From an optimization exercise on the open Yosys and OpenROAD flow, aimed at small area; shortcuts taken in it are not production practice. RTL that was checked went through simulation tests only; none was proved equivalent to the original.

Setup of oak:
Design sliding_mode_heading_tracker, start of the top module:
module sliding_mode_heading_tracker (
	input  logic        clk,
	input  logic        arst_n,
	input  logic        start,
	output logic        busy,
	input  shmt_pkg::in_word_t    pose,
	output logic        result_valid,
	output shmt_pkg::out_word_t   result,
	input  logic        cfg_we,
	input  logic [1:0]  cfg_idx,
	input  logic [14:0] cfg_data
);
	logic [14:0] max_lin_q, max_turn_q, min_turn_q;
	always_ff @(posedge clk or negedge arst_n) begin
		if (!arst_n) begin
			max_lin_q  <= 15'd2048;
			max_turn_q <= 15'd4096;
			min_turn_q <= 15'd410;
		end else if (cfg_we) begin
			case (cfg_idx)
				REG_MAX_LIN:  max_lin_q  <= cfg_data;
				REG_MAX_TURN: max_turn_q <= cfg_data;
				REG_MIN_TURN: min_turn_q <= cfg_data;
				default: ;
			endcase
		end
	end
	assign busy = 1'b0;
	logic [32:0] dx, dxm1, dy, dym1;
	logic        sx, sy, dyz, neg0;
	logic [33:0] ax, ay, x1, y1p, y1m1, u1;
	logic        s1;
	shmt_padd #(33) u_dx (
		.a  ({pose.target_x[31], pose.target_x}),
		.b  (~{pose.cur_x[31], pose.cur_x}),
		.ci (1'b0),
		.s  (dxm1),
		.s1 (dx)
	);
	shmt_padd #(33) u_dy (
		.a  ({pose.target_y[31], pose.target_y}),
		.b  (~{pose.cur_y[31], pose.cur_y}),
		.ci (1'b0),
		.s  (dym1),
		.s1 (dy)
	);
	always_comb begin
		sx  = dx[32];
		sy  = dy[32];
		dyz = (dy == '0);
		neg0 = !dyz && (sx != sy);
		ax = {1'b0, sx ? ~dxm1 : dx};
		ay = {1'b0, sy ? ~dym1 : dy};
	end
	shmt_padd #(34) u_x1 (.a(ax), .b(ay), .ci(1'b0), .s(x1), .s1());
	shmt_padd #(34) u_y1 (.a(ay), .b(~ax), .ci(1'b0), .s(y1m1), .s1(y1p));
	assign u1 = neg0 ? ~y1m1 : y1p;
	assign s1 = u1[33];
	logic [15:1][33:0] vx;
	logic [15:1][33:0] vy;   
  ...
For scale: ~14000 cells after synthesis, about 1200 flip-flops, about 0.12 sq mm of cells after synthesis.
clock: 10.0 ns
lec_check: 0
cap_margin: 20
core_margin: 2
core_utilization: 60
cts_buf_list: sky130_fd_sc_hd__clkbuf_4 sky130_fd_sc_hd__clkbuf_8
place_density: 0.75
slew_margin: 20
run.sh (not shown) runs the stock make flow with config.mk's settings and CLKGATE_MAP_FILE= SYNTH_SCRIPT=/design/flow/synth_recipe.tcl, a recipe that flattens the netlist after the stock synthesis.
In oak the implementation completed, yet the final layout does not meet the checks, the culprit being negative setup slack.
The following lists how pine was set up differently from oak:
--- a/flow/design.v
+++ b/flow/design.v
@@ -65,35 +65,20 @@
 		end
 	end
 	if (W > 1) begin : g_w
 		assign s  = p ^ {gg[W-2:0] | (pp[W-2:0] & {(W-1){ci}}), ci};
 		assign s1 = p ^ {gg[W-2:0] | pp[W-2:0], 1'b1};
 	end else begin : g_1
 		assign s  = p ^ ci;
 		assign s1 = ~p;
 	end
 endmodule
-module shmt_radd #(
-	parameter int W = 32
-) (
-	input  logic [W-1:0] a,
-	input  logic [W-1:0] b,
-	input  logic         ci,
-	output logic [W-1:0] s
-);
-	logic [W:0] c;
-	assign c[0] = ci;
-	for (genvar i = 0; i < W; i++) begin : g_b
-		assign s[i] = a[i] ^ b[i] ^ c[i];
-		assign c[i+1] = (a[i] & b[i]) | (a[i] & c[i]) | (b[i] & c[i]);
-	end
-endmodule
 module shmt_sxadd #(
 	parameter int W = 32,
 	parameter int N = 16
 ) (
 	input  logic [W-1:0] a,
 	input  logic [N-1:0] b,
 	input  logic         ci,
 	output logic [W-1:0] s
 );
 	logic [N:0]   lo;
@@ -646,14 +631,19 @@
 	logic [30:0] cos_c;
 	logic [45:0] vprod;
 	logic [14:0] v_fin;
 	always_comb begin
 		if (c_x[30])                     cos_c = '0;
 		else if (c_x > ONE_Q30)          cos_c = ONE_Q30;
 		else                             cos_c = c_x;
 		vprod = 46'(max_lin_q) * 46'(cos_c);
 		v_fin = c_vz ? 15'd0 : vprod[44:30];
 	end
-	assign result_valid       = c_v;
-	assign result.linear_cmd  = v_fin;
-	assign result.angular_cmd = c_ang[15] ? -{1'b0, c_ang[14:0]} : {1'b0, c_ang[14:0]};
+	always_ff @(posedge clk or negedge arst_n) begin
+		if (!arst_n) result_valid <= 1'b0;
+		else         result_valid <= c_v;
+	end
+	always_ff @(posedge clk) begin
+		result.linear_cmd  <= v_fin;
+		result.angular_cmd <= c_ang[15] ? -{1'b0, c_ang[14:0]} : {1'b0, c_ang[14:0]};
+	end
 endmodule
==> comparison <==
Met1 routed wirelength after detailed routing in pine vs oak: up 14000 um
NOTE: least setup slack across all paths after layout in pine exceeds that of oak
pine vs oak: length of routed met3 wiring up by more than a quarter
pine vs oak: area after synthesis up slightly
Summary — area added between synthesis and finish, pine relative to oak: lower, by 0.63 points.
pine closes out successfully: all stages finished, all timing, DRC and antenna checks passed.
The RTL of oak was laid out without a check of its function.

[afterwards: timing with drivers on the ports]
The results above use ideal ports. As a check the final layouts listed here were re-extracted and re-timed, cells and wires unchanged.
Step 1, drivers: a clkbuf_16 drives clk and a buf_2 each remaining input, both assumed.
Step 2 moves the port delays by t, midway between the first and last clock arrival at a register: inputs arrive t later, outputs are due t later. That takes back most of the time a late clock gives input paths.
a / b / c = ideal ports / drivers / drivers and shift; a / b = the first two.
| run | t, ns | setup slack, ns | worst register clock-pin slew, ns | worst data-port slew with drivers (ns) |
|---|---|---|---|---|
| oak | 1.031 | -0.278 / -0.365 / -0.524 | 0.07 / 0.07 | 0.08 |
| pine | 1.060 | 0.426 / 0.426 / -0.529 | 0.07 / 0.07 | 0.10 |
Met with ideal ports but missed after step 2: setup timing in pine. The setup slack of pine, which loses most, moves by 0.000 ns with the drivers and by -0.955 ns with both steps.
